Context: an optimization exercise on an open-source flow, tuned for small area, a short achievable clock period and few clock cycles. The choices shown serve that exercise and are no tape-out recipe. Where RTL was checked, it was by simulation tests only, not by an equivalence proof against the original. The RTL of run 3 was laid out without a check of its function.

### flow/flow/run.sh
#!/bin/bash
# The standard layout (the standard.sh, synthesis included, unchanged), except that
# the port buffers are plain buffers instead of the default delay cells. Its make output
# goes to standard.log here; ORFS's own per-step logs stay under orfs/logs.
set -euo pipefail
bash standard.sh BUFFER_PORTS_ARGS="-buffer_cell sky130_fd_sc_hd__buf_2" finish > standard.log 2>&1
### flow/standard.sh
#!/bin/bash
# synth_recipe.tcl (not shown) runs the flow's synth.tcl, then flattens the netlist and writes it again
# the make line also repeats each setting of config.mk as NAME=value (left out here)
make -C /OpenROAD-flow-scripts/flow DESIGN_CONFIG=/design/flow/config.mk WORK_HOME=/design/flow/orfs CLKGATE_MAP_FILE= SYNTH_SCRIPT=/design/flow/synth_recipe.tcl "${@:-finish}"
### flow/config.mk
export PLATFORM = sky130hd
export DESIGN_NAME = wn_dot
export DESIGN_NICKNAME = wn_dot
export VERILOG_FILES = /design/flow/design.v
export SDC_FILE = /design/flow/constraint.sdc
export NUM_CORES = 4
export LEC_CHECK = 0
export ABC_AREA = 1
export CAP_MARGIN = 20
export CORE_MARGIN = 2
export CORE_UTILIZATION = 55
export PLACE_DENSITY = 0.65
export SETUP_SLACK_MARGIN = 4.5
export SLEW_MARGIN = 20
### flow/constraint.sdc
create_clock -name core_clock -period 8.0 [get_ports {clk}]
set_input_delay 1.6000 -clock core_clock [delete_from_list [all_inputs] [get_ports {clk}]]
set_output_delay 1.6000 -clock core_clock [all_outputs]
set_load 0.01 [all_outputs]
### flow/design.v
module wn_dot #(
   parameter int unsigned NCH  = 16,
   parameter int unsigned DW   = 8,
   parameter int unsigned AW   = 4,
   parameter int unsigned ACCW = 2*DW+AW,
   parameter int unsigned OW   = DW
) (
   input  logic                     clk,
   input  logic                     xrst,
   input  logic                     start,
   input  logic [AW-1:0]            len,
   input  logic                     relu,
   output logic [AW-1:0]            x_raddr,
   input  logic signed [DW-1:0]     x_rdata,
   output logic [NCH*AW-1:0]        w_raddr,
   input  logic signed [NCH*DW-1:0] w_rdata,
   output logic [NCH*OW-1:0]        y,
   output logic                     busy,
   output logic                     finish
);
   localparam logic [ACCW-1:0] K_TERM = 20'hfab00;
   localparam int unsigned NCOPY = 8;
   localparam int unsigned SPLIT = 12;
   logic          r_busy;
   logic          r_run;       
   logic [AW-1:0] r_addr;
   logic [AW-1:0] r_len_m1;
   logic          r_relu;
   logic          r_first1;    
   logic          r_last1, r_last2;
   logic          r_finish;
   logic [ACCW-1:0] w_pre;     
   logic w_accept, w_fetch, w_last;
   assign w_accept = start & ~r_busy;
   assign w_fetch  = w_accept | r_run;
   assign w_last   = w_accept ? (len == AW'(1)) : (r_run & (r_addr == r_len_m1));
   always_ff @(posedge clk or negedge xrst) begin
      if (!xrst) begin
         r_busy   <= 1'b0;
         r_run    <= 1'b0;
         r_addr   <= '0;
         r_len_m1 <= '0;
         r_relu   <= 1'b0;
         r_first1 <= 1'b0;
         r_last1  <= 1'b0;
         r_last2  <= 1'b0;
         r_finish <= 1'b0;
      end else begin
         r_busy   <= w_accept | (r_busy & ~r_last2);
         r_run    <= w_fetch & ~w_last;
         r_addr   <= (w_fetch & ~w_last) ? r_addr + AW'(1) : '0;
         if (w_accept) begin
            r_len_m1 <= len - AW'(1);
            r_relu   <= relu;
         end
         r_first1 <= w_accept;
         r_last1  <= w_last;
         r_last2  <= r_last1;
         r_finish <= r_last2;
      end
   end
   assign w_pre = ACCW'({r_len_m1 + AW'(1) == '0, AW'(r_len_m1 + AW'(1))}) * K_TERM;
   logic [3:0] w_one, w_two, w_neg;
   always_comb begin
      for (int k = 0; k < 4; k++) begin
         logic b2, b1, b0;
         b2 = x_rdata[2*k+1];
         b1 = x_rdata[2*k];
         b0 = (k == 0) ? 1'b0 : x_rdata[2*k-1];
         w_one[k] = b1 ^ b0;
         w_two[k] = (b2 & ~b1 & ~b0) | (~b2 & b1 & b0);
         w_neg[k] = b2;
      end
   end
   logic [3:0] r_one0, r_two0, r_neg0;
   always_ff @(posedge clk) begin
      r_one0 <= w_one;
      r_two0 <= w_two;
      r_neg0 <= w_neg;
   end
   logic [3:0] r_one1, r_two1, r_neg1;
   always_ff @(posedge clk) begin
      r_one1 <= w_one;
      r_two1 <= w_two;
      r_neg1 <= ~w_neg;
   end
   logic [3:0] r_one2, r_two2, r_neg2;
   always_ff @(posedge clk) begin
      r_one2 <= w_one;
      r_two2 <= ~w_two;
      r_neg2 <= w_neg;
   end
   logic [3:0] r_one3, r_two3, r_neg3;
   always_ff @(posedge clk) begin
      r_one3 <= w_one;
      r_two3 <= ~w_two;
      r_neg3 <= ~w_neg;
   end
   logic [3:0] r_one4, r_two4, r_neg4;
   always_ff @(posedge clk) begin
      r_one4 <= ~w_one;
      r_two4 <= w_two;
      r_neg4 <= w_neg;
   end
   logic [3:0] r_one5, r_two5, r_neg5;
   always_ff @(posedge clk) begin
      r_one5 <= ~w_one;
      r_two5 <= w_two;
      r_neg5 <= ~w_neg;
   end
   logic [3:0] r_one6, r_two6, r_neg6;
   always_ff @(posedge clk) begin
      r_one6 <= ~w_one;
      r_two6 <= ~w_two;
      r_neg6 <= w_neg;
   end
   logic [3:0] r_one7, r_two7, r_neg7;
   always_ff @(posedge clk) begin
      r_one7 <= ~w_one;
      r_two7 <= ~w_two;
      r_neg7 <= ~w_neg;
   end
   logic [DW-1:0]   r_w   [NCH];
   logic [ACCW-1:0] r_acc [NCH];    
   logic [ACCW-1:0] w_sum [NCH];
   logic            r_cs  [NCH];    
   logic            w_cs  [NCH];
   for (genvar c = 0; c < NCH; c++) begin : g_ch
      logic [ACCW-1:0] w_ain;
      logic [3:0]      w_c_one, w_c_two, w_c_neg;
      assign w_ain = r_acc[c];
      always_comb begin
         if (c / (NCH / NCOPY) == 0) begin
            w_c_one = r_one0;
            w_c_two = r_two0;
            w_c_neg = r_neg0;
         end
         else if (c / (NCH / NCOPY) == 1) begin
            w_c_one = r_one1;
            w_c_two = r_two1;
            w_c_neg = ~r_neg1;
         end
         else if (c / (NCH / NCOPY) == 2) begin
            w_c_one = r_one2;
            w_c_two = ~r_two2;
            w_c_neg = r_neg2;
         end
         else if (c / (NCH / NCOPY) == 3) begin
            w_c_one = r_one3;
            w_c_two = ~r_two3;
            w_c_neg = ~r_neg3;
         end
         else if (c / (NCH / NCOPY) == 4) begin
            w_c_one = ~r_one4;
            w_c_two = r_two4;
            w_c_neg = r_neg4;
         end
         else if (c / (NCH / NCOPY) == 5) begin
            w_c_one = ~r_one5;
            w_c_two = r_two5;
            w_c_neg = ~r_neg5;
         end
         else if (c / (NCH / NCOPY) == 6) begin
            w_c_one = ~r_one6;
            w_c_two = ~r_two6;
            w_c_neg = r_neg6;
         end
         else if (c / (NCH / NCOPY) == 7) begin
            w_c_one = ~r_one7;
            w_c_two = ~r_two7;
            w_c_neg = ~r_neg7;
         end
         else begin
            w_c_one = r_one0;
            w_c_two = r_two0;
            w_c_neg = r_neg0;
         end
      end
      wn_dot_mac u_mac (.i_one(w_c_one), .i_two(w_c_two), .i_neg(w_c_neg), .i_w(r_w[c]),
                        .i_acc(w_ain), .i_cs(r_cs[c]), .o_cs(w_cs[c]),
                        .o_sum(w_sum[c]));
      always_ff @(posedge clk) begin
         r_w[c]   <= w_rdata[c*DW +: DW];
         r_acc[c] <= r_first1 ? w_pre : w_sum[c];
         r_cs[c]  <= w_cs[c] & ~r_first1;
      end
   end
   always_comb begin
      for (int c = 0; c < NCH; c++) begin
         logic [ACCW-1:SPLIT] hi;
         logic                cs, neg, top1, top0, in_range;
         hi   = r_acc[c][ACCW-1:SPLIT];
         cs   = r_cs[c];
         top1 = cs ? (hi == {{(ACCW-SPLIT-1){1'b1}}, 1'b0}) : (hi == '1);    
         top0 = cs ? (hi == '1) : (hi == '0);                               
         neg  = hi[ACCW-1] ^ (cs & (hi[ACCW-2:SPLIT] == '1));
         in_range = (top1 & (r_acc[c][SPLIT-1:OW-1] == '1)) | (top0 & (r_acc[c][SPLIT-1:OW-1] == '0));
         if (r_relu && neg) y[c*OW +: OW] = '0;
         else if (in_range) y[c*OW +: OW] = r_acc[c][OW-1:0];
         else if (neg)      y[c*OW +: OW] = {1'b1, {(OW-1){1'b0}}};
         else               y[c*OW +: OW] = {1'b0, {(OW-1){1'b1}}};
      end
   end
   assign x_raddr = r_addr;
   assign w_raddr = {NCH{r_addr}};
   assign busy    = r_busy;
   assign finish  = r_finish;
endmodule
module wn_dot_mac (
   input  logic [3:0]  i_one,    
   input  logic [3:0]  i_two,    
   input  logic [3:0]  i_neg,    
   input  logic [7:0]  i_w,
   input  logic [19:0] i_acc,
   input  logic        i_cs,     
   output logic        o_cs,
   output logic [19:0] o_sum
);
   logic s1, c1;
   logic s2, c2;
   logic s3, c3;
   logic s4, c4;
   logic s5, c5;
   logic s6, c6;
   logic s7, c7;
   logic s8, c8;
   logic s9, c9;
   logic s10, c10;
   logic s11, c11;
   logic s12, c12;
   logic s13, c13;
   logic s14, c14;
   logic s15, c15;
   logic s16, c16;
   logic s17, c17;
   logic s18, c18;
   logic s19, c19;
   logic s20, c20;
   logic s21, c21;
   logic s22, c22;
   logic s23, c23;
   logic s24, c24;
   logic s25, c25;
   logic s26, c26;
   logic s27, c27;
   logic s28, c28;
   logic s29, c29;
   logic s30, c30;
   logic s31, c31;
   logic s32, c32;
   logic s33, c33;
   logic s34, c34;
   logic s35, c35;
   logic s36, c36;
   assign s1 = i_acc[4] ^ i_neg[2];
   assign c1 = i_acc[4] & i_neg[2];
   assign s2 = i_acc[5] ^ (i_neg[0] ^ ((i_one[0] & i_w[5]) | (i_two[0] & i_w[4])));
   assign c2 = i_acc[5] & (i_neg[0] ^ ((i_one[0] & i_w[5]) | (i_two[0] & i_w[4])));
   assign s3 = i_acc[6] ^ i_neg[3] ^ (i_neg[0] ^ ((i_one[0] & i_w[6]) | (i_two[0] & i_w[5])));
   assign c3 = (i_acc[6] & i_neg[3]) | (i_acc[6] & (i_neg[0] ^ ((i_one[0] & i_w[6]) | (i_two[0] & i_w[5])))) | (i_neg[3] & (i_neg[0] ^ ((i_one[0] & i_w[6]) | (i_two[0] & i_w[5]))));
   assign s4 = (i_neg[1] ^ ((i_one[1] & i_w[4]) | (i_two[1] & i_w[3]))) ^ (i_neg[2] ^ ((i_one[2] & i_w[2]) | (i_two[2] & i_w[1])));
   assign c4 = (i_neg[1] ^ ((i_one[1] & i_w[4]) | (i_two[1] & i_w[3]))) & (i_neg[2] ^ ((i_one[2] & i_w[2]) | (i_two[2] & i_w[1])));
   assign s5 = i_acc[7] ^ (i_neg[0] ^ ((i_one[0] & i_w[7]) | (i_two[0] & i_w[6]))) ^ (i_neg[1] ^ ((i_one[1] & i_w[5]) | (i_two[1] & i_w[4])));
   assign c5 = (i_acc[7] & (i_neg[0] ^ ((i_one[0] & i_w[7]) | (i_two[0] & i_w[6])))) | (i_acc[7] & (i_neg[1] ^ ((i_one[1] & i_w[5]) | (i_two[1] & i_w[4])))) | ((i_neg[0] ^ ((i_one[0] & i_w[7]) | (i_two[0] & i_w[6]))) & (i_neg[1] ^ ((i_one[1] & i_w[5]) | (i_two[1] & i_w[4]))));
   assign s6 = (i_neg[2] ^ ((i_one[2] & i_w[3]) | (i_two[2] & i_w[2]))) ^ (i_neg[3] ^ ((i_one[3] & i_w[1]) | (i_two[3] & i_w[0])));
   assign c6 = (i_neg[2] ^ ((i_one[2] & i_w[3]) | (i_two[2] & i_w[2]))) & (i_neg[3] ^ ((i_one[3] & i_w[1]) | (i_two[3] & i_w[0])));
   assign s7 = i_acc[8] ^ (i_neg[1] ^ ((i_one[1] & i_w[6]) | (i_two[1] & i_w[5]))) ^ (i_neg[2] ^ ((i_one[2] & i_w[4]) | (i_two[2] & i_w[3])));
   assign c7 = (i_acc[8] & (i_neg[1] ^ ((i_one[1] & i_w[6]) | (i_two[1] & i_w[5])))) | (i_acc[8] & (i_neg[2] ^ ((i_one[2] & i_w[4]) | (i_two[2] & i_w[3])))) | ((i_neg[1] ^ ((i_one[1] & i_w[6]) | (i_two[1] & i_w[5]))) & (i_neg[2] ^ ((i_one[2] & i_w[4]) | (i_two[2] & i_w[3]))));
   assign s8 = (i_neg[3] ^ ((i_one[3] & i_w[2]) | (i_two[3] & i_w[1]))) ^ ~(i_neg[0] ^ ((i_one[0] & i_w[7]) | (i_two[0] & i_w[7])));
   assign c8 = (i_neg[3] ^ ((i_one[3] & i_w[2]) | (i_two[3] & i_w[1]))) & ~(i_neg[0] ^ ((i_one[0] & i_w[7]) | (i_two[0] & i_w[7])));
   assign s9 = i_acc[9] ^ (i_neg[1] ^ ((i_one[1] & i_w[7]) | (i_two[1] & i_w[6]))) ^ (i_neg[2] ^ ((i_one[2] & i_w[5]) | (i_two[2] & i_w[4])));
   assign c9 = (i_acc[9] & (i_neg[1] ^ ((i_one[1] & i_w[7]) | (i_two[1] & i_w[6])))) | (i_acc[9] & (i_neg[2] ^ ((i_one[2] & i_w[5]) | (i_two[2] & i_w[4])))) | ((i_neg[1] ^ ((i_one[1] & i_w[7]) | (i_two[1] & i_w[6]))) & (i_neg[2] ^ ((i_one[2] & i_w[5]) | (i_two[2] & i_w[4]))));
   assign s10 = i_acc[10] ^ (i_neg[2] ^ ((i_one[2] & i_w[6]) | (i_two[2] & i_w[5])));
   assign c10 = i_acc[10] & (i_neg[2] ^ ((i_one[2] & i_w[6]) | (i_two[2] & i_w[5])));
   assign s11 = i_acc[2] ^ i_neg[1];
   assign c11 = i_acc[2] & i_neg[1];
   assign s12 = i_acc[3] ^ (i_neg[0] ^ ((i_one[0] & i_w[3]) | (i_two[0] & i_w[2])));
   assign c12 = i_acc[3] & (i_neg[0] ^ ((i_one[0] & i_w[3]) | (i_two[0] & i_w[2])));
   assign s13 = (i_neg[0] ^ ((i_one[0] & i_w[4]) | (i_two[0] & i_w[3]))) ^ (i_neg[1] ^ ((i_one[1] & i_w[2]) | (i_two[1] & i_w[1]))) ^ (i_neg[2] ^ (i_one[2] & i_w[0]));
   assign c13 = ((i_neg[0] ^ ((i_one[0] & i_w[4]) | (i_two[0] & i_w[3]))) & (i_neg[1] ^ ((i_one[1] & i_w[2]) | (i_two[1] & i_w[1])))) | ((i_neg[0] ^ ((i_one[0] & i_w[4]) | (i_two[0] & i_w[3]))) & (i_neg[2] ^ (i_one[2] & i_w[0]))) | ((i_neg[1] ^ ((i_one[1] & i_w[2]) | (i_two[1] & i_w[1]))) & (i_neg[2] ^ (i_one[2] & i_w[0])));
   assign s14 = c1 ^ (i_neg[1] ^ ((i_one[1] & i_w[3]) | (i_two[1] & i_w[2]))) ^ (i_neg[2] ^ ((i_one[2] & i_w[1]) | (i_two[2] & i_w[0])));
   assign c14 = (c1 & (i_neg[1] ^ ((i_one[1] & i_w[3]) | (i_two[1] & i_w[2])))) | (c1 & (i_neg[2] ^ ((i_one[2] & i_w[1]) | (i_two[2] & i_w[0])))) | ((i_neg[1] ^ ((i_one[1] & i_w[3]) | (i_two[1] & i_w[2]))) & (i_neg[2] ^ ((i_one[2] & i_w[1]) | (i_two[2] & i_w[0]))));
   assign s15 = (i_neg[3] ^ (i_one[3] & i_w[0])) ^ c2 ^ s4;
   assign c15 = ((i_neg[3] ^ (i_one[3] & i_w[0])) & c2) | ((i_neg[3] ^ (i_one[3] & i_w[0])) & s4) | (c2 & s4);
   assign s16 = c4 ^ s6 ^ c3;
   assign c16 = (c4 & s6) | (c4 & c3) | (s6 & c3);
   assign s17 = c6 ^ s8 ^ c5;
   assign c17 = (c6 & s8) | (c6 & c5) | (s8 & c5);
   assign s18 = (i_neg[3] ^ ((i_one[3] & i_w[3]) | (i_two[3] & i_w[2]))) ^ c8 ^ c7;
   assign c18 = ((i_neg[3] ^ ((i_one[3] & i_w[3]) | (i_two[3] & i_w[2]))) & c8) | ((i_neg[3] ^ ((i_one[3] & i_w[3]) | (i_two[3] & i_w[2]))) & c7) | (c8 & c7);
   assign s19 = (i_neg[3] ^ ((i_one[3] & i_w[4]) | (i_two[3] & i_w[3]))) ^ ~(i_neg[1] ^ ((i_one[1] & i_w[7]) | (i_two[1] & i_w[7]))) ^ s10;
   assign c19 = ((i_neg[3] ^ ((i_one[3] & i_w[4]) | (i_two[3] & i_w[3]))) & ~(i_neg[1] ^ ((i_one[1] & i_w[7]) | (i_two[1] & i_w[7])))) | ((i_neg[3] ^ ((i_one[3] & i_w[4]) | (i_two[3] & i_w[3]))) & s10) | (~(i_neg[1] ^ ((i_one[1] & i_w[7]) | (i_two[1] & i_w[7]))) & s10);
   assign s20 = i_acc[11] ^ (i_neg[2] ^ ((i_one[2] & i_w[7]) | (i_two[2] & i_w[6]))) ^ (i_neg[3] ^ ((i_one[3] & i_w[5]) | (i_two[3] & i_w[4])));
   assign c20 = (i_acc[11] & (i_neg[2] ^ ((i_one[2] & i_w[7]) | (i_two[2] & i_w[6])))) | (i_acc[11] & (i_neg[3] ^ ((i_one[3] & i_w[5]) | (i_two[3] & i_w[4])))) | ((i_neg[2] ^ ((i_one[2] & i_w[7]) | (i_two[2] & i_w[6]))) & (i_neg[3] ^ ((i_one[3] & i_w[5]) | (i_two[3] & i_w[4]))));
   assign s21 = i_acc[12] ^ i_cs ^ (i_neg[3] ^ ((i_one[3] & i_w[6]) | (i_two[3] & i_w[5])));
   assign c21 = (i_acc[12] & i_cs) | (i_acc[12] & (i_neg[3] ^ ((i_one[3] & i_w[6]) | (i_two[3] & i_w[5])))) | (i_cs & (i_neg[3] ^ ((i_one[3] & i_w[6]) | (i_two[3] & i_w[5]))));
   assign s22 = i_acc[0] ^ i_neg[0];
   assign c22 = i_acc[0] & i_neg[0];
   assign s23 = i_acc[1] ^ (i_neg[0] ^ ((i_one[0] & i_w[1]) | (i_two[0] & i_w[0])));
   assign c23 = i_acc[1] & (i_neg[0] ^ ((i_one[0] & i_w[1]) | (i_two[0] & i_w[0])));
   assign s24 = (i_neg[0] ^ ((i_one[0] & i_w[2]) | (i_two[0] & i_w[1]))) ^ (i_neg[1] ^ (i_one[1] & i_w[0])) ^ s11;
   assign c24 = ((i_neg[0] ^ ((i_one[0] & i_w[2]) | (i_two[0] & i_w[1]))) & (i_neg[1] ^ (i_one[1] & i_w[0]))) | ((i_neg[0] ^ ((i_one[0] & i_w[2]) | (i_two[0] & i_w[1]))) & s11) | ((i_neg[1] ^ (i_one[1] & i_w[0])) & s11);
   assign s25 = c11 ^ (i_neg[1] ^ ((i_one[1] & i_w[1]) | (i_two[1] & i_w[0]))) ^ s12;
   assign c25 = (c11 & (i_neg[1] ^ ((i_one[1] & i_w[1]) | (i_two[1] & i_w[0])))) | (c11 & s12) | ((i_neg[1] ^ ((i_one[1] & i_w[1]) | (i_two[1] & i_w[0]))) & s12);
   assign s26 = s1 ^ c12 ^ s13;
   assign c26 = (s1 & c12) | (s1 & s13) | (c12 & s13);
   assign s27 = s2 ^ c13 ^ s14;
   assign c27 = (s2 & c13) | (s2 & s14) | (c13 & s14);
   assign s28 = c14 ^ s3 ^ s15;
   assign c28 = (c14 & s3) | (c14 & s15) | (s3 & s15);
   assign s29 = s5 ^ c15 ^ s16;
   assign c29 = (s5 & c15) | (s5 & s16) | (c15 & s16);
   assign s30 = s7 ^ c16 ^ s17;
   assign c30 = (s7 & c16) | (s7 & s17) | (c16 & s17);
   assign s31 = s9 ^ c17 ^ s18;
   assign c31 = (s9 & c17) | (s9 & s18) | (c17 & s18);
   assign s32 = c9 ^ s19 ^ c18;
   assign c32 = (c9 & s19) | (c9 & c18) | (s19 & c18);
   assign s33 = c10 ^ s20 ^ c19;
   assign c33 = (c10 & s20) | (c10 & c19) | (s20 & c19);
   assign s34 = ~(i_neg[2] ^ ((i_one[2] & i_w[7]) | (i_two[2] & i_w[7]))) ^ c20 ^ s21;
   assign c34 = (~(i_neg[2] ^ ((i_one[2] & i_w[7]) | (i_two[2] & i_w[7]))) & c20) | (~(i_neg[2] ^ ((i_one[2] & i_w[7]) | (i_two[2] & i_w[7]))) & s21) | (c20 & s21);
   assign s35 = i_acc[13] ^ (i_neg[3] ^ ((i_one[3] & i_w[7]) | (i_two[3] & i_w[6]))) ^ c21;
   assign c35 = (i_acc[13] & (i_neg[3] ^ ((i_one[3] & i_w[7]) | (i_two[3] & i_w[6])))) | (i_acc[13] & c21) | ((i_neg[3] ^ ((i_one[3] & i_w[7]) | (i_two[3] & i_w[6]))) & c21);
   assign s36 = i_acc[14] ^ ~(i_neg[3] ^ ((i_one[3] & i_w[7]) | (i_two[3] & i_w[7])));
   assign c36 = i_acc[14] & ~(i_neg[3] ^ ((i_one[3] & i_w[7]) | (i_two[3] & i_w[7])));
   logic [19:0] w_ra, w_rb;
   assign w_ra = {i_acc[19], i_acc[18], i_acc[17], i_acc[16], i_acc[15], s36, c34, s34, s33, s32, c30, c29, c28, c27, c26, c25, c24, c23, c22, (i_neg[0] ^ (i_one[0] & i_w[0]))};
   assign w_rb = {1'b0, 1'b0, 1'b0, 1'b0, c36, c35, s35, c33, c32, c31, s31, s30, s29, s28, s27, s26, s25, s24, s23, s22};
   assign {o_cs, o_sum[11:0]} = 13'(w_ra[11:0]) + 13'(w_rb[11:0]);
   assign o_sum[19:12] = w_ra[19:12] + w_rb[19:12];
endmodule
==> results of run 1 <==
area by class of cell:
class                      instances  area (µm²)
clock buffer                      86        1930
timing repair buffer             847        8350
fill                            6058       20700
sequential                       503       10600
multi-input combinational       4842       44800
clock inverter                    32         432
timing repair inverter            12         123
antenna                            3        7.51
inverter                        1152        4630
tap                             1254        1570
placed cells by master (no fill, tap or decap), types with 174 or more instances in the layout:
cell and count:
nor2_1 276, dfxtp_1 301, ha_1 317, o22ai_1 309, a21oi_1 174, inv_1 1001, nand2_1 838, nand2_2 199
buf_2 310, xor2_1 573, buf_4 283, fa_1 368
stage by stage:
stage	hold WS [ps]	setup WS, ps
2_1_floorplan	331	4490
3_3_place_gp	333	3160
3_5_place_dp	341	3130
4_1_cts	353	4200
5_1_grt	356	4000
6_report	352	4060
final timing paths:
path / slack (ps) / cells past startpoint / end
max: 4060 / 16 / r_acc[3][10]
min: 350 / 0 / r_last2
max reg2reg: 4060 / 16 / r_acc[3][10]
min reg2reg: 350 / 0 / r_last2
max in group asynchronous: 6870 / 1 / r_first1
min in group asynchronous: 840 / 1 / r_finish
registers in the layout, summed over array words and instances, names as in the netlist, 4 cells and up:
signal	cells
r_one0	4
r_two2	4
r_one4	4
r_neg0	4
r_two0	4
r_len_m1	4
r_w	128
r_neg1	4
r_cs	16
r_addr	4
r_acc	320
synthesized netlist by cell type (18+ instances only):
cell type,number,area share
inv_1,1142,0.083
nor4_1,21,0.0025
buf_4,67,0.0097
nor2_1,427,0.031
nand2_1,1178,0.086
nor3_1,60,0.0058
a31oi_1,57,0.0069
nand4_1,51,0.0062
o22ai_1,448,0.054
ha_1,457,0.11
fa_1,437,0.17
o21ai_0,281,0.027
xor2_1,621,0.11
o21bai_1,34,0.0049
nand3_1,293,0.028
a21o_1,36,0.0052
buf_2,114,0.011
a21oi_1,369,0.036
buf_1,18,0.0013
clkbuf_1,83,0.0060
dfxtp_1,488,0.19
kinds of logic after synthesis:
| family | count (synthesis) |
|---|---|
| AOI/OAI and AO/OA | 1259 |
| xor gates and xnor gates | 638 |
| DFF | 503 |
| buffers and inverters | 1436 |
| adders and majority gates | 894 |
| and+or+nand+nor | 2051 |
repair_timing:
item | 4_1_cts | 5_1_grt
resized for setup | 1348 | 1366
gates cloned | 56 | 18
setup endpoints to repair | 403 | 368
setup buffers | 216 | 183
pin swaps | 394 | 726
hold buffers | 0 | 0
per-layer routing:
metal | vias up | share of wire
met2 | 3115 | 0.43
met1 | 25435 | 0.35
met3 | 1182 | 0.11
met4 | 6 | 0.097
met5 | - | 0.00016
li1 | 23211 | -
critical path, cell delays in order, from the launching register on:
cell and delay [ps]:
dfxtp_1 430, inv_1 220, o22ai_1 260, xor2_1 280
fa_2 280, inv_2 40, fa_1 500, fa_1 630
ha_4 250, buf_4 150, nand2_4 80, inv_4 50
a21oi_2 170, nand3_2 120, nand2_1 100, nand2_1 90
o21ai_1 220
==> reports/results.tsv, run 1 <==
metric	value	unit
avgSynthCellArea	7.61	µm²
antenna_found_initial	4	
synth_fa_ha_area_frac	0.280	
drt_iter0_drc	4843	
drtAntennaViolNets	0	
gp_congestion	0.918	
end_kind	flop	
cts_root_buffer	clkbuf_16	
timing.final.hold_violations	0	
viasPerCell	6.06	
synth_top_family_by_area	adder cells	
fin_skew	23.7	ps
slew_headroom	0.331	
globalRoute.busiestLayer	met2	
startpoint	r_w[3][7]	
syn2layout_area_growth	40.4	%
vias	52949	
coreArea	0.0932	mm²
cts.sinks	503	
drv_cap	0	
post-route-util	0.778	
finalCritPeriodShare	0.493	
synth_ff_type	dfxtp_1	
drive_gt1_frac	0.365	
detail_route.first_pass.iterations	6	
routed_wl	212000	µm
required	8590	ps
crit_path_start_kind	flop	
setup-tns-final	0	ps
grt_pass1_vias	49903	
die_x	310	µm
cts_tree	yes	
yosysWarningCount	9	
min_from	r_last1	
clk_latency	670	ps
ctsLongestPathBuffers	3	
path_clk_slew	60	ps
route.detailed.drc	0	
r2r-start	r_w[3][7]	
placed_area	0.0540	mm²
grt_pass1_wl	291000	µm
crit_type	reg2reg	
stdcell_area	0.0725	mm²
max_freq	0.254	GHz
hpwl	115000	µm
grtUsageMet1	0.492	
fin_nets	8462	
place_inst	8137	
synth-async-reset-ratio	0.0298	
htree_levels	3	
die_y	310	µm
syn_inst	6781	
setup_viol	0	
rows	112	
post-route-min-period	3940	ps
io_pins	342	
synth_edf_count	0	
synth-compound-area-share	0.139	
synth-seq-cells	503	
layout.cells.non_filler	8731	
worst_ep_arrival_time	4530	ps
track_usage	0.398	
rsz0062_at_grt	true	
grt_use_met3	0.0933	
synth-seq-area-share	0.197	
slew_violations	0	
muxShareOfSynthArea	0	
cts_buffers	66	
gr-usage-met2	0.624	
worst_pin_slew	1000	ps
wire_per_inst	24.3	µm
start_util	0.554	
outcome	complete, no violations	
cp_max_fo	8	
min_path_type	reg2reg	
syn_nets	7819	
yosysUniqueCellTypes	39	
grt_max_degree	134	
grt_overflow	0	
dieArea	0.0963	mm²
port-buffer-count	341	
synth_xor_area_frac	0.108	
synth-simple-area-share	0.163	
syn_area	0.0516	mm²
Testbench counts, summed over its fixed seeds: cycles 17,126.
==> inputs of run 2 (changes only) <==
--- a/flow/config.mk
+++ b/flow/config.mk
@@ -11,4 +11,4 @@
 export CORE_UTILIZATION = 55
 export PLACE_DENSITY = 0.65
-export SETUP_SLACK_MARGIN = 4.5
+export SETUP_SLACK_MARGIN = 4.0
 export SLEW_MARGIN = 20
==> run 2 against run 1 <==
Against the previous run:
- final area shrank 19%
- via count shrank 10%
- worst setup slack gained 17 ps
- sequential cell count is the same
- non-clock buffer count shrank 387
- global-route usage shrank 5.5 points
- largest cell class unchanged
==> reports/results.tsv, run 2 <==
metric	value	unit
required	6400	ps
top_regs	r_acc: 320 flops, r_w: 128 flops, r_cs: 16 flops	
port-buffer-count	341	
post-synth-top-count-cell	nand2_1	
synth_top_area_cell	dfxtp_1	
worst_ep_arrival_time	2330	ps
drive_gt1_frac	0.109	
outcome	complete, no violations	
drv_cap	0	
setup-tns-final	0	ps
post-route-min-period	3930	ps
hold_depth	0	
placed_area	0.0538	mm²
track_usage	0.343	
r2r-end	r_acc[4][10]	
drt_iter0_drc	4094	
finalCritPeriodShare	0.491	
setup_viol	0	
ctsLongestPathBuffers	3	
wl_met1	71500	µm
synth-seq-cells	503	
most-common-layout-cells	1144 x nand2_1, 1129 x inv_1, 620 x xor2_1	
synth_ff_type	dfxtp_1	
regMostFlops	r_acc	
grt_overflow	0	
crit_path_max_incr_delay	380	ps
clk_latency	650	ps
slew_headroom	0.266	
viasPerCell	5.69	
cts_tree	yes	
rsz0062_at_grt	true	
synth-seq-area-share	0.197	
synth.top_cells.by_count	1178 x nand2_1, 1142 x inv_1, 621 x xor2_1, 488 x dfxtp_1, 457 x ha_1	
hpwl	116000	µm
crit_path_start_kind	flop	
avgSynthCellArea	7.61	µm²
io_pins	342	
worst_pin_slew	1100	ps
detail_route.first_pass.iterations	6	
gp_congestion	0.926	
coreArea	0.0932	mm²
htree_levels	3	
top_layer	met5	
vias	47453	
crit_slowest_cell	dfxtp_1	
syn_inst	6781	
max_freq	0.255	GHz
synth_area_leaders	dfxtp_1 19%, fa_1 17%, ha_1 11%	
start_util	0.554	
hold_ws	349	ps
drtAntennaViolNets	0	
grt_max_degree	115	
reg2reg_depth	18	
wl_met3	16000	µm
dieArea	0.0963	mm²
synth_top_area_share	0.189	
slew_violations	0	
timing.final.hold_violations	0	
hold_path_end	r_last2	
grt_pass1_wl	255000	µm
syn_area	0.0516	mm²
cp_max_fo	7	
path_clk_slew	60	ps
synth-async-reset-ratio	0.0298	
crit_type	reg2out	
die_y	310	µm
synth_edf_count	0	
routed_wl	173000	µm
rows	112	
r2r-start	r_one0[1]	
fin_skew	31.4	ps
die_x	310	µm
largest_reg_flops	320	
min_path_type	reg2reg	
antenna_found_initial	8	
syn2layout_area_growth	13.2	%
fin_nets	8069	
yosysWarningCount	9	
cp_cell_sequence	nand3_1 -> inv_1 -> nand4_1 -> nand2_2 -> nand3_4 -> a21oi_2 -> buf_2	
stdcell_area	0.0584	mm²
syn_nets	7819	
min_from	r_last1	
wl_met2	76400	µm
r2r_setup_slack	4130	ps
wire_per_inst	20.8	µm
cts_buffers	66	
route.detailed.drc	0	
grt_pass1_vias	45431	
fill_cells	8605	
yosysUniqueCellTypes	39	
cts_root_buffer	clkbuf_16	
cts.sinks	503	
end_kind	output pin	
final_common_cell	nand2_1	
==> run 2: cell count changes in the layout (fill, tap and decap cells not counted), sizes merged <==
cell	delta
inv	+3
bufbuf	-7
buf	-375
clkinv	-8
bufinv	+2
diode	+1
clkbuf	-1
clkinvlp	-10
==> run 2: how the worst max path moves through the flow <==
stage,slack [ps],endpoint,startpoint,depth (start not counted)
floorplan,4000,r_acc[10][16],r_len_m1[0],24
detailed placement,2960,r_acc[4][15],r_len_m1[0],21
CTS,4000,r_acc[8][19],r_len_m1[0],25
finish,4070,y[29],r_acc[3][17],7
global placement,3080,r_acc[11][15],r_len_m1[0],21
global route,3960,y[70],r_acc[8][16],7
==> run 2: through the flow <==
stage,cells,util,setup WS [ps]
detailed placement,8140,0.578,2960
CTS,8280,0.612,4000
global route,8332,0.627,3960
floorplan,6781,-,4000
global placement,8140,0.578,3080
finish,8336,0.627,4070
==> run 2: final cells by class <==
type                    instances  area, µm²  area share
repair buffers                460       3410      0.0583
multi-input cells            4842      36300       0.622
diodes                          4       10.0    0.000171
inverters                    1152       4500      0.0770
clock inverters                25        362     0.00619
flip-flops and latches        503      10200       0.175
repair inverters                6       55.1    0.000942
clock buffers                  90       1960      0.0335
well taps                    1254       1570      0.0269
==> run 2: critical path, delay by kind of cell (launching register included) <==
| kind | cells | cell delay (ps) |
|---|---|---|
| AO/OA/AOI/OAI | 1 | 330 |
| buffers and inverters | 2 | 280 |
| flip-flops | 1 | 380 |
| AND/OR/NAND/NOR | 4 | 690 |
==> run 2: routing by layer <==
metal / vias to the layer above / track usage
li1: 22397 / -
met1: 22551 / 0.460
met3: 454 / 0.0526
met4: 2 / 0.166
met2: 2049 / 0.542
met5: - / 0
==> run 2: what timing repair did <==
| action | 4_1_cts | 5_1_grt |
|---|---|---|
| buffers inserted | 22 | 35 |
| cloned | 3 | 17 |
| hold buffers | 0 | 0 |
| resized for setup | 146 | 189 |
| setup endpoints to repair | 341 | 304 |
| pin swaps | 2 | 16 |
==> run 2: cells by family after synthesis <==
kind of cell,synth area share
AND/OR/NAND/NOR,0.163
buffers and inverters,0.112
AO/OA/AOI/OAI,0.139
adder cells (fa/ha/maj),0.280
XOR/XNOR,0.108
flip-flops,0.197
==> inputs of run 3 (changes only) <==
--- a/flow/design.v
+++ b/flow/design.v
@@ -21,5 +21,5 @@
    localparam logic [ACCW-1:0] K_TERM = 20'hfab00;
    localparam int unsigned NCOPY = 8;
-   localparam int unsigned SPLIT = 12;
+   localparam int unsigned SPLIT = 10;
    logic          r_busy;
    logic          r_run;       
@@ -271,6 +271,6 @@
    assign s9 = i_acc[9] ^ (i_neg[1] ^ ((i_one[1] & i_w[7]) | (i_two[1] & i_w[6]))) ^ (i_neg[2] ^ ((i_one[2] & i_w[5]) | (i_two[2] & i_w[4])));
    assign c9 = (i_acc[9] & (i_neg[1] ^ ((i_one[1] & i_w[7]) | (i_two[1] & i_w[6])))) | (i_acc[9] & (i_neg[2] ^ ((i_one[2] & i_w[5]) | (i_two[2] & i_w[4])))) | ((i_neg[1] ^ ((i_one[1] & i_w[7]) | (i_two[1] & i_w[6]))) & (i_neg[2] ^ ((i_one[2] & i_w[5]) | (i_two[2] & i_w[4]))));
-   assign s10 = i_acc[10] ^ (i_neg[2] ^ ((i_one[2] & i_w[6]) | (i_two[2] & i_w[5])));
-   assign c10 = i_acc[10] & (i_neg[2] ^ ((i_one[2] & i_w[6]) | (i_two[2] & i_w[5])));
+   assign s10 = i_acc[10] ^ i_cs ^ (i_neg[2] ^ ((i_one[2] & i_w[6]) | (i_two[2] & i_w[5])));
+   assign c10 = (i_acc[10] & i_cs) | (i_acc[10] & (i_neg[2] ^ ((i_one[2] & i_w[6]) | (i_two[2] & i_w[5])))) | (i_cs & (i_neg[2] ^ ((i_one[2] & i_w[6]) | (i_two[2] & i_w[5]))));
    assign s11 = i_acc[2] ^ i_neg[1];
    assign c11 = i_acc[2] & i_neg[1];
@@ -289,10 +289,10 @@
    assign s18 = (i_neg[3] ^ ((i_one[3] & i_w[3]) | (i_two[3] & i_w[2]))) ^ c8 ^ c7;
    assign c18 = ((i_neg[3] ^ ((i_one[3] & i_w[3]) | (i_two[3] & i_w[2]))) & c8) | ((i_neg[3] ^ ((i_one[3] & i_w[3]) | (i_two[3] & i_w[2]))) & c7) | (c8 & c7);
-   assign s19 = (i_neg[3] ^ ((i_one[3] & i_w[4]) | (i_two[3] & i_w[3]))) ^ ~(i_neg[1] ^ ((i_one[1] & i_w[7]) | (i_two[1] & i_w[7]))) ^ s10;
-   assign c19 = ((i_neg[3] ^ ((i_one[3] & i_w[4]) | (i_two[3] & i_w[3]))) & ~(i_neg[1] ^ ((i_one[1] & i_w[7]) | (i_two[1] & i_w[7])))) | ((i_neg[3] ^ ((i_one[3] & i_w[4]) | (i_two[3] & i_w[3]))) & s10) | (~(i_neg[1] ^ ((i_one[1] & i_w[7]) | (i_two[1] & i_w[7]))) & s10);
+   assign s19 = (i_neg[3] ^ ((i_one[3] & i_w[4]) | (i_two[3] & i_w[3]))) ^ ~(i_neg[1] ^ ((i_one[1] & i_w[7]) | (i_two[1] & i_w[7]))) ^ c9;
+   assign c19 = ((i_neg[3] ^ ((i_one[3] & i_w[4]) | (i_two[3] & i_w[3]))) & ~(i_neg[1] ^ ((i_one[1] & i_w[7]) | (i_two[1] & i_w[7])))) | ((i_neg[3] ^ ((i_one[3] & i_w[4]) | (i_two[3] & i_w[3]))) & c9) | (~(i_neg[1] ^ ((i_one[1] & i_w[7]) | (i_two[1] & i_w[7]))) & c9);
    assign s20 = i_acc[11] ^ (i_neg[2] ^ ((i_one[2] & i_w[7]) | (i_two[2] & i_w[6]))) ^ (i_neg[3] ^ ((i_one[3] & i_w[5]) | (i_two[3] & i_w[4])));
    assign c20 = (i_acc[11] & (i_neg[2] ^ ((i_one[2] & i_w[7]) | (i_two[2] & i_w[6])))) | (i_acc[11] & (i_neg[3] ^ ((i_one[3] & i_w[5]) | (i_two[3] & i_w[4])))) | ((i_neg[2] ^ ((i_one[2] & i_w[7]) | (i_two[2] & i_w[6]))) & (i_neg[3] ^ ((i_one[3] & i_w[5]) | (i_two[3] & i_w[4]))));
-   assign s21 = i_acc[12] ^ i_cs ^ (i_neg[3] ^ ((i_one[3] & i_w[6]) | (i_two[3] & i_w[5])));
-   assign c21 = (i_acc[12] & i_cs) | (i_acc[12] & (i_neg[3] ^ ((i_one[3] & i_w[6]) | (i_two[3] & i_w[5])))) | (i_cs & (i_neg[3] ^ ((i_one[3] & i_w[6]) | (i_two[3] & i_w[5]))));
+   assign s21 = i_acc[12] ^ (i_neg[3] ^ ((i_one[3] & i_w[6]) | (i_two[3] & i_w[5])));
+   assign c21 = i_acc[12] & (i_neg[3] ^ ((i_one[3] & i_w[6]) | (i_two[3] & i_w[5])));
    assign s22 = i_acc[0] ^ i_neg[0];
    assign c22 = i_acc[0] & i_neg[0];
@@ -315,10 +315,10 @@
    assign s31 = s9 ^ c17 ^ s18;
    assign c31 = (s9 & c17) | (s9 & s18) | (c17 & s18);
-   assign s32 = c9 ^ s19 ^ c18;
-   assign c32 = (c9 & s19) | (c9 & c18) | (s19 & c18);
+   assign s32 = s10 ^ c18 ^ s19;
+   assign c32 = (s10 & c18) | (s10 & s19) | (c18 & s19);
    assign s33 = c10 ^ s20 ^ c19;
    assign c33 = (c10 & s20) | (c10 & c19) | (s20 & c19);
-   assign s34 = ~(i_neg[2] ^ ((i_one[2] & i_w[7]) | (i_two[2] & i_w[7]))) ^ c20 ^ s21;
-   assign c34 = (~(i_neg[2] ^ ((i_one[2] & i_w[7]) | (i_two[2] & i_w[7]))) & c20) | (~(i_neg[2] ^ ((i_one[2] & i_w[7]) | (i_two[2] & i_w[7]))) & s21) | (c20 & s21);
+   assign s34 = ~(i_neg[2] ^ ((i_one[2] & i_w[7]) | (i_two[2] & i_w[7]))) ^ s21 ^ c20;
+   assign c34 = (~(i_neg[2] ^ ((i_one[2] & i_w[7]) | (i_two[2] & i_w[7]))) & s21) | (~(i_neg[2] ^ ((i_one[2] & i_w[7]) | (i_two[2] & i_w[7]))) & c20) | (s21 & c20);
    assign s35 = i_acc[13] ^ (i_neg[3] ^ ((i_one[3] & i_w[7]) | (i_two[3] & i_w[6]))) ^ c21;
    assign c35 = (i_acc[13] & (i_neg[3] ^ ((i_one[3] & i_w[7]) | (i_two[3] & i_w[6])))) | (i_acc[13] & c21) | ((i_neg[3] ^ ((i_one[3] & i_w[7]) | (i_two[3] & i_w[6]))) & c21);
@@ -326,7 +326,7 @@
    assign c36 = i_acc[14] & ~(i_neg[3] ^ ((i_one[3] & i_w[7]) | (i_two[3] & i_w[7])));
    logic [19:0] w_ra, w_rb;
-   assign w_ra = {i_acc[19], i_acc[18], i_acc[17], i_acc[16], i_acc[15], s36, c34, s34, s33, s32, c30, c29, c28, c27, c26, c25, c24, c23, c22, (i_neg[0] ^ (i_one[0] & i_w[0]))};
-   assign w_rb = {1'b0, 1'b0, 1'b0, 1'b0, c36, c35, s35, c33, c32, c31, s31, s30, s29, s28, s27, s26, s25, s24, s23, s22};
-   assign {o_cs, o_sum[11:0]} = 13'(w_ra[11:0]) + 13'(w_rb[11:0]);
-   assign o_sum[19:12] = w_ra[19:12] + w_rb[19:12];
+   assign w_ra = {i_acc[19], i_acc[18], i_acc[17], i_acc[16], i_acc[15], s36, s35, s34, s33, c31, c30, c29, c28, c27, c26, c25, c24, c23, c22, (i_neg[0] ^ (i_one[0] & i_w[0]))};
+   assign w_rb = {1'b0, 1'b0, 1'b0, 1'b0, c36, c35, c34, c33, c32, s32, s31, s30, s29, s28, s27, s26, s25, s24, s23, s22};
+   assign {o_cs, o_sum[9:0]} = 11'(w_ra[9:0]) + 11'(w_rb[9:0]);
+   assign o_sum[19:10] = w_ra[19:10] + w_rb[19:10];
 endmodule
--- a/flow/config.mk
+++ b/flow/config.mk
@@ -9,6 +9,5 @@
 export CAP_MARGIN = 20
 export CORE_MARGIN = 2
-export CORE_UTILIZATION = 55
-export PLACE_DENSITY = 0.65
-export SETUP_SLACK_MARGIN = 4.0
+export CORE_UTILIZATION = 40
+export SETUP_SLACK_MARGIN = 3.5
 export SLEW_MARGIN = 20
==> run 3 against run 2 <==
Against the previous run:
- still clean on timing, DRC and antenna
- non-clock buffer count is 57 lower
- wire length is 3.3% lower
- worst setup slack worse by 570 ps
- count of clock-buffer cells in the layout stayed put
- final area is 1.3% lower
- sequential share of layout area is 0.17 points higher
- critical path depth stayed put
- cell count is 5.5% higher
- hold slack worse by 1.5 ps
- critical path type unchanged
- largest cell class unchanged
==> reports/results.tsv, run 3 <==
metric	value	unit
synth_top_area_cell	dfxtp_1	
yosysUniqueCellTypes	44	
detail_route.first_pass.iterations	6	
drtAntennaViolNets	0	
fin_skew	24.9	ps
path_clk_slew	50	ps
synth-async-reset-ratio	0.0298	
grt_max_degree	112	
timing.final.hold_violations	0	
synth_xor_area_frac	0.104	
wire_per_inst	19.1	µm
grt_pass1_wl	259000	µm
setup-tns-final	0	ps
syn2layout_area_growth	10.7	%
most-common-layout-cells	1203 x nand2_1, 1042 x inv_1, 594 x xor2_1	
r2r_setup_slack	3590	ps
drt_iter0_drc	3358	
gp_congestion	0.928	
drive_gt1_frac	0.0947	
viasPerCell	5.30	
dieArea	0.133	mm²
routed_wl	168000	µm
cts_tree	yes	
max_freq	0.222	GHz
start_util	0.402	
synth_top_family_by_area	adder cells	
hpwl	122000	µm
top_regs	r_acc: 320 flops, r_w: 128 flops, r_cs: 16 flops	
synth_top_area_share	0.187	
postCtsHoldBufs	0	
final_common_cell	nand2_1	
clk_latency	680	ps
htree_levels	3	
cts_buffers	70	
cts.sinks	503	
end_kind	output pin	
slew_violations	0	
synth-seq-cells	503	
synth_ff_type	dfxtp_1	
cp_max_fo	7	
rsz0062_at_grt	true	
required	6400	ps
avgSynthCellArea	7.66	µm²
route.detailed.drc	0	
crit_path_start_kind	flop	
fin_nets	8035	
syn_inst	6807	
syn_nets	7844	
post-route-min-period	4500	ps
yosysWarningCount	9	
synth_fa_ha_area_frac	0.277	
post-synth-top-count-cell	nand2_1	
setup_viol	0	
muxShareOfSynthArea	0	
cts_root_buffer	clkbuf_16	
track_usage	0.249	
synth.top_cells.by_count	1205 x nand2_1, 1052 x inv_1, 595 x xor2_1, 488 x dfxtp_1, 456 x ha_1	
syn_area	0.0521	mm²
synth_area_leaders	dfxtp_1 19%, fa_1 17%, ha_1 11%	
synth-simple-area-share	0.181	
io_pins	342	
vias	46659	
regMostFlops	r_acc	
synth_edf_count	0	
rows	132	
antenna_found_initial	8	
synth-seq-area-share	0.195	
place_inst	8653	
die_x	365	µm
finalCritPeriodShare	0.563	
worst_ep_arrival_time	2900	ps
outcome	complete, no violations	
largest_reg_flops	320	
coreArea	0.129	mm²
port-buffer-count	341	
worst_pin_slew	1130	ps
grt_pass1_vias	46217	
crit_type	reg2out	
synth-compound-area-share	0.137	
drv_cap	0	
die_y	365	µm
layout.cells.non_filler	8796	
hold_ws	348	ps
min_path_type	reg2reg	
grt_overflow	0	
slew_headroom	0.241	
ctsLongestPathBuffers	3	
## run 3: changes by cell type after synthesis, sizes merged, moves of 23 or more
cell    change
nor2       +47
o21ai      -41
a21o       -23
nand2      +66
a21boi     +23
o31ai      +48
nand4      +31
xor2       -26
inv        -89
o211ai     +32
a31oi      -57
## run 3: logic make-up (layout without fill, tap and decap cells)
| kind of cell | count (synthesis) | count (layout) |
|---|---|---|
| AND/OR/NAND/NOR | 2214 | 2214 |
| buffers and inverters | 1347 | 1592 |
| AO/OA/AOI/OAI | 1231 | 1231 |
| adder cells (fa/ha/maj) | 893 | 893 |
| XOR/XNOR | 619 | 619 |
| flip-flops | 503 | 503 |
| other | 0 | 2 |
## run 3: what timing repair did
item,in CTS,in global routing
buffers inserted,5,9
pin swaps,2,1
endpoints found under the setup margin,100,136
resized for setup,18,51
## run 3: worst max-delay path: stages (launching register included)
cell and delay, ps:
dfxtp_1 410, nand2_1 100, nor2_1 180, nand4_1 140, nand2_1 260, nand3_2 220
a21oi_1 660, buf_2 260
## run 3: stage by stage
step                      setup slack, ps  utilization  cell area [µm²]
after floorplan                      4120            -            52100
after global placement               3150        0.424            54900
after detailed placement             3180        0.424            54900
after CTS                            3360        0.443            57400
after global routing                 3430        0.446            57700
final                                3500        0.446            57700
## run 3: path summary, 6_finish.rpt
check                           cells after the start       endpoint    startpoint
worst max-delay path                                7          y[67]  r_acc[8][13]
worst min-delay path                                0        r_last2       r_last1
worst max register to register                     14  r_acc[11][16]     r_one4[2]
worst min register to register                      0        r_last2       r_last1
max in group asynchronous                           1       r_first1          xrst
min in group asynchronous                           1      r_addr[3]          xrst
## run 3: routing by layer
layer | routed length, µm | global-route usage | vias up
li1 | - | - | 22508
met5 | 13 | 0 | -
met3 | 13000 | 0.0441 | 272
met2 | 74400 | 0.395 | 1578
met4 | 5440 | 0.0912 | 2
met1 | 74800 | 0.337 | 22299
## run 3: layout make-up
class	instances	area (µm²)
Clock buffer	90	1930
Antenna cell	2	5.00
Clock inverter	36	418
Multi-Input combinational cell	4957	36500
Timing Repair Buffer	403	2400
Inverter	1063	4050
Tap cell	1742	2180
Sequential cell	503	10200
Fill cell	13221	71800

-- separate check: timing with driven ports --
In the flow no input, the clock included, has a driving cell. The finished layouts below were timed again as built, in two steps. Step 1: set_driving_cell puts a clkbuf_16 on clk and a buf_2 on each other input, an assumption about the parent block. Step 2, shift: input delay + t, output delay - t, t = (earliest + latest rising clock arrival at the registers) / 2. This alone moves slack from input paths to output paths. a / b / c = ideal ports / drivers / drivers and shift; a / b = the first two.
run | shift t [ns] | slack for setup (ns) | worst register clock-pin slew, ns | worst data-port slew with drivers (ns) | pins driven straight from the clock port
run 1 | 0.732 | 4.057 / 4.057 / 4.057 | 0.07 / 0.07 | 0.15 | 1
run 2 | 0.703 | 4.075 / 4.005 / 4.133 | 0.07 / 0.07 | 0.15 | 1
run 3 | 0.748 | 3.500 / 3.421 / 3.595 | 0.06 / 0.06 | 0.09 | 1
After both steps every run listed still meets setup and hold.
